This design comes from an exercise in tuning for small area on the open sky130 flow, not from production work. In this exercise RTL edits were held to simulation tests only and were not proved equivalent to the original. Power figures rest on the tool's default switching activity, not on a simulated workload.

Setup of run 1:
## host_terminal_top
module host_terminal_top #(
   parameter int MEM_WORDS    = 64,
   parameter int CALIB_CYCLES = 16,
   parameter int RING         = 4
) (
   input  logic                 ifclk,
   input  logic                 rst,
   input  term_pkg::term_addr_t term_addr,
   input  term_pkg::reg_addr_t  reg_addr,
   input  logic [31:0]          len,
   input  logic                 read_mode,
   input  logic                 read_req,
   input  logic                 read,
   input  logic                 write_mode,
   input  logic                 write,
   input  term_pkg::reg_data_t  reg_datai,
   output term_pkg::reg_data_t  reg_datao,
   output logic                 read_rdy,
   output logic                 write_rdy,
   output term_pkg::reg_data_t  transfer_status
);
Size in the first run: about 5100 cells after synthesis, about 2200 flip-flops, roughly 140 I/O pins.
export LEC_CHECK = 0
export ABC_AREA = 1
export CAP_MARGIN = 20
export CORE_MARGIN = 2
export CORE_UTILIZATION = 60
export SLEW_MARGIN = 20
create_clock -name core_clock -period 8.0 [get_ports {ifclk}]
standard.sh (not shown) runs the stock make flow with config.mk's settings and CLKGATE_MAP_FILE= SYNTH_SCRIPT=/design/flow/synth_recipe.tcl, a recipe that flattens the netlist after the stock synthesis.
==> flow/flow/run.sh <==
#!/bin/bash
# Standard layout with a leaner clock tree (no dummy loads, larger sink
# clusters) and single-size port buffers. Synthesis is the standard flow's own.
set -euo pipefail
export BUFFER_PORTS_ARGS="-buffer_cell sky130_fd_sc_hd__buf_1"
export CTS_ARGS="-sink_clustering_enable -repair_clock_nets -dont_use_dummy_load -buf_list {sky130_fd_sc_hd__clkbuf_16} -sink_clustering_size 30 -sink_clustering_max_diameter 45"
bash standard.sh > flow_make.log 2>&1
Run 1: no failed stages, no open violations at the end
Edits applied to the flow inputs when going from run 1 to run 2:
# run 1
export LEC_CHECK = 0
export ABC_AREA = 1
export CAP_MARGIN = 20
export CORE_MARGIN = 2
export CORE_UTILIZATION = 60
export SLEW_MARGIN = 20
create_clock -name core_clock -period 8.0 [get_ports {ifclk}]
# run 2
export LEC_CHECK = 0
export ABC_AREA = 1
export CAP_MARGIN = 20
export CORE_MARGIN = 2
export CORE_UTILIZATION = 75
export SLEW_MARGIN = 20
create_clock -name core_clock -period 8.0 [get_ports {ifclk}]
==> flow/flow/run.sh <==
#!/bin/bash
# Standard layout with a leaner clock tree (no dummy loads, larger sink
# clusters) and single-size port buffers. Synthesis is the standard flow's own.
set -euo pipefail
export BUFFER_PORTS_ARGS="-buffer_cell sky130_fd_sc_hd__buf_1"
export CTS_ARGS="-sink_clustering_enable -repair_clock_nets -dont_use_dummy_load -buf_list {sky130_fd_sc_hd__clkbuf_16} -sink_clustering_size 36 -sink_clustering_max_diameter 50"
bash standard.sh > flow_make.log 2>&1
## What came out
Run 2 went all the way through the flow, and no timing, DRC or antenna check failed.
Compared with run 1, in run 2 area growth from synthesis to final layout decreased by 1.2 points relative to the old numbers; total clock network power decreased by 5.9% relative to the old numbers.
Comparing run 1 and run 2, the higher number of optimization iterations in the first detailed-route pass is on run 2.
Going from run 1 to run 2, total of plain and repair buffers excluding clock buffers increased 3.3%; final cell count decreased 244; non-clock buffer area fraction after layout neither gained nor lost much.
Clock power share (higher): run 1
Changes in run 3 relative to run 2:
# run 2
export LEC_CHECK = 0
export ABC_AREA = 1
export CAP_MARGIN = 20
export CORE_MARGIN = 2
export CORE_UTILIZATION = 75
export SLEW_MARGIN = 20
create_clock -name core_clock -period 8.0 [get_ports {ifclk}]
# run 3
export LEC_CHECK = 0
export ABC_AREA = 1
export CAP_MARGIN = 20
export CORE_MARGIN = 2
export CORE_UTILIZATION = 60
export GPL_ROUTABILITY_DRIVEN = 0
export GPL_TIMING_DRIVEN = 0
export SLEW_MARGIN = 20
create_clock -name core_clock -period 8.0 [get_ports {ifclk}]
==> flow/flow/run.sh <==
#!/bin/bash
# Standard layout with a leaner clock tree (no dummy loads, larger sink
# clusters) and single-size port buffers. Synthesis is the standard flow's own.
set -euo pipefail
export BUFFER_PORTS_ARGS="-buffer_cell sky130_fd_sc_hd__buf_1"
export CTS_ARGS="-sink_clustering_enable -repair_clock_nets -dont_use_dummy_load -buf_list {sky130_fd_sc_hd__clkbuf_4 sky130_fd_sc_hd__clkbuf_8} -sink_clustering_size 16 -sink_clustering_max_diameter 50"
bash standard.sh > flow_make.log 2>&1
Results
Die area (run 2 / run 3): 0.802
The clock-pin slew on the worst setup and hold paths was comparable across run 3 and run 2.
Sort run 3 and run 2 by number of cells on the critical path asc -> top: run 2
NOTE: multi-input logic area in run 3 falls short of that of run 2
Per the comparison of run 3 with run 2, non-filler instance count after layout saw an increase, met1 track utilization from global routing went down, global-route usage decreased 4.2 points.
What run 4 does differently from run 3 at the input level:
# run 3
export LEC_CHECK = 0
export ABC_AREA = 1
export CAP_MARGIN = 20
export CORE_MARGIN = 2
export CORE_UTILIZATION = 60
export GPL_ROUTABILITY_DRIVEN = 0
export GPL_TIMING_DRIVEN = 0
export SLEW_MARGIN = 20
create_clock -name core_clock -period 8.0 [get_ports {ifclk}]
# run 4
export LEC_CHECK = 0
export ABC_AREA = 1
export CAP_MARGIN = 20
export CORE_MARGIN = 2
export CORE_UTILIZATION = 60
export SLEW_MARGIN = 20
create_clock -name core_clock -period 8.0 [get_ports {ifclk}]
==> flow/flow/run.sh <==
#!/bin/bash
# Standard layout with a leaner clock tree (no dummy loads, larger sink
# clusters) and single-size port buffers. Synthesis is the standard flow's own.
set -euo pipefail
export BUFFER_PORTS_ARGS="-buffer_cell sky130_fd_sc_hd__buf_1"
export CTS_ARGS="-sink_clustering_enable -repair_clock_nets -dont_use_dummy_load -buf_list {sky130_fd_sc_hd__clkbuf_8 sky130_fd_sc_hd__clkbuf_16} -sink_clustering_size 25 -sink_clustering_max_diameter 60"
bash standard.sh > flow_make.log 2>&1
[summary]
For the critical path depth, run 4 came in 1 lower than run 3 did. Of the two candidates, run 3 has the worse total detailed-routing wirelength and run 4 the better one. Total of plain and repair buffers excluding clock buffers was higher in the run labelled run 3. Run 4 against run 3; post-route cell area is up slightly. Run 4 vs run 3 — met3 usage dropped 0.83 points.
Changes in run 5 relative to run 4:
# run 4
export LEC_CHECK = 0
export ABC_AREA = 1
export CAP_MARGIN = 20
export CORE_MARGIN = 2
export CORE_UTILIZATION = 60
export SLEW_MARGIN = 20
create_clock -name core_clock -period 8.0 [get_ports {ifclk}]
# run 5
export LEC_CHECK = 0
export ABC_AREA = 1
export CAP_MARGIN = 20
export CORE_MARGIN = 2
export CORE_UTILIZATION = 40
export CTS_BUF_LIST = sky130_fd_sc_hd__clkbuf_4
export CTS_CLUSTER_SIZE = 20
export SLEW_MARGIN = 20
create_clock -name core_clock -period 8.0 [get_ports {ifclk}]
==> flow/run.sh (new file) <==
#!/bin/bash
# synth_recipe.tcl (not shown) runs the flow's synth.tcl, then flattens the netlist and writes it again
# the make line also repeats each setting of config.mk as NAME=value (left out here)
make -C /OpenROAD-flow-scripts/flow DESIGN_CONFIG=/design/flow/config.mk WORK_HOME=/design/flow/orfs CLKGATE_MAP_FILE= SYNTH_SCRIPT=/design/flow/synth_recipe.tcl finish
removed: flow/flow/run.sh
removed: flow/standard.sh
==> summary.txt <==
- Going from run 4 to run 5, worst hold slack now smaller; CTS H-tree depth went up by 1; detail-routed via count per cell shows a reduction of 11%; final wirelength has increased; power went up.
- The standard cell with the maximum stage delay on the critical path comes out inv_1 in one run and clkdlybuf4s50_1 in the other, namely in run 4 and run 5 respectively.
### run 5 -> run 6
# run 5
export LEC_CHECK = 0
export ABC_AREA = 1
export CAP_MARGIN = 20
export CORE_MARGIN = 2
export CORE_UTILIZATION = 40
export CTS_BUF_LIST = sky130_fd_sc_hd__clkbuf_4
export CTS_CLUSTER_SIZE = 20
export SLEW_MARGIN = 20
create_clock -name core_clock -period 8.0 [get_ports {ifclk}]
# run 6
export LEC_CHECK = 0
export ABC_AREA = 1
export CAP_MARGIN = 20
export CORE_MARGIN = 2
export CORE_UTILIZATION = 50
export PLACE_DENSITY = 0.7
export SLEW_MARGIN = 20
create_clock -name core_clock -period 8.0 [get_ports {ifclk}]
==> flow/flow/run.sh (new file) <==
#!/bin/bash
# Standard layout with a leaner clock tree (no dummy loads, larger sink
# clusters) and single-size port buffers. Synthesis is the standard flow's own.
set -euo pipefail
export BUFFER_PORTS_ARGS="-buffer_cell sky130_fd_sc_hd__buf_1"
export CTS_ARGS="-sink_clustering_enable -repair_clock_nets -dont_use_dummy_load -buf_list {sky130_fd_sc_hd__clkbuf_4 sky130_fd_sc_hd__clkbuf_8} -sink_clustering_size 16 -sink_clustering_max_diameter 50"
bash standard.sh > flow_make.log 2>&1
==> flow/standard.sh (new file) <==
#!/bin/bash
# synth_recipe.tcl (not shown) runs the flow's synth.tcl, then flattens the netlist and writes it again
# the make line also repeats each setting of config.mk as NAME=value (left out here)
make -C /OpenROAD-flow-scripts/flow DESIGN_CONFIG=/design/flow/config.mk WORK_HOME=/design/flow/orfs CLKGATE_MAP_FILE= SYNTH_SCRIPT=/design/flow/synth_recipe.tcl "${@:-finish}"
removed: flow/run.sh
- Run 6 vs run 5, multi-input gate share of total cell area went up by 1.3 points.
- Run 6 improves on run 5 in via count.
- Between run 6 and run 5, it is run 6 whose cell depth of the worst setup path is lower, by 1.
- Going from run 5 to run 6, number of clock buffer instances in the layout fell 598; share of power burned in combinational logic about even; number of standard-cell rows in the floorplan fell 15; clock network contribution to total cell area fell 5.8 points.
- [run 6 vs run 5] static leakage: lower in run 6
- Floorplan check, run 6 vs run 5: die outline smaller in run 6

-- re-timing with driven ports --
In the flow no input, the clock included, has a driving cell. The finished layouts below were timed again as built, in two steps. Step 1 sets driving cells, clkbuf_16 on the clock port and buf_2 on the other inputs (assumed; they add their load-dependent delay and slew). Step 2 adds t to the input delays and takes it off the output delays; t is the mean of the earliest and latest rising clock arrival at the registers after step 1. Input paths then give back, and output paths get back, about the clock's delay inside the block. Slacks: no drivers / after step 1 / after step 2; pairs: no drivers / after step 1.
run	t (ns)	setup slack, ns	hold WS [ns]
run 1	0.804	2.293 / 2.268 / 1.872	0.280 / 0.280 / 0.280
run 2	0.780	1.998 / 1.977 / 1.977	0.281 / 0.281 / 0.281
run 3	0.908	2.245 / 2.225 / 2.225	0.285 / 0.285 / 0.285
run 4	0.787	2.318 / 2.294 / 1.913	0.294 / 0.294 / 0.294
run 5	1.304	1.145 / 1.121 / 1.121	0.244 / 0.244 / 0.244
run 6	0.881	1.686 / 1.666 / 1.666	0.295 / 0.295 / 0.295
After both steps setup and hold are still met in every run listed. For run 1, which loses most, drivers alone change the setup slack by -0.025 ns; drivers and shift together by -0.421 ns.
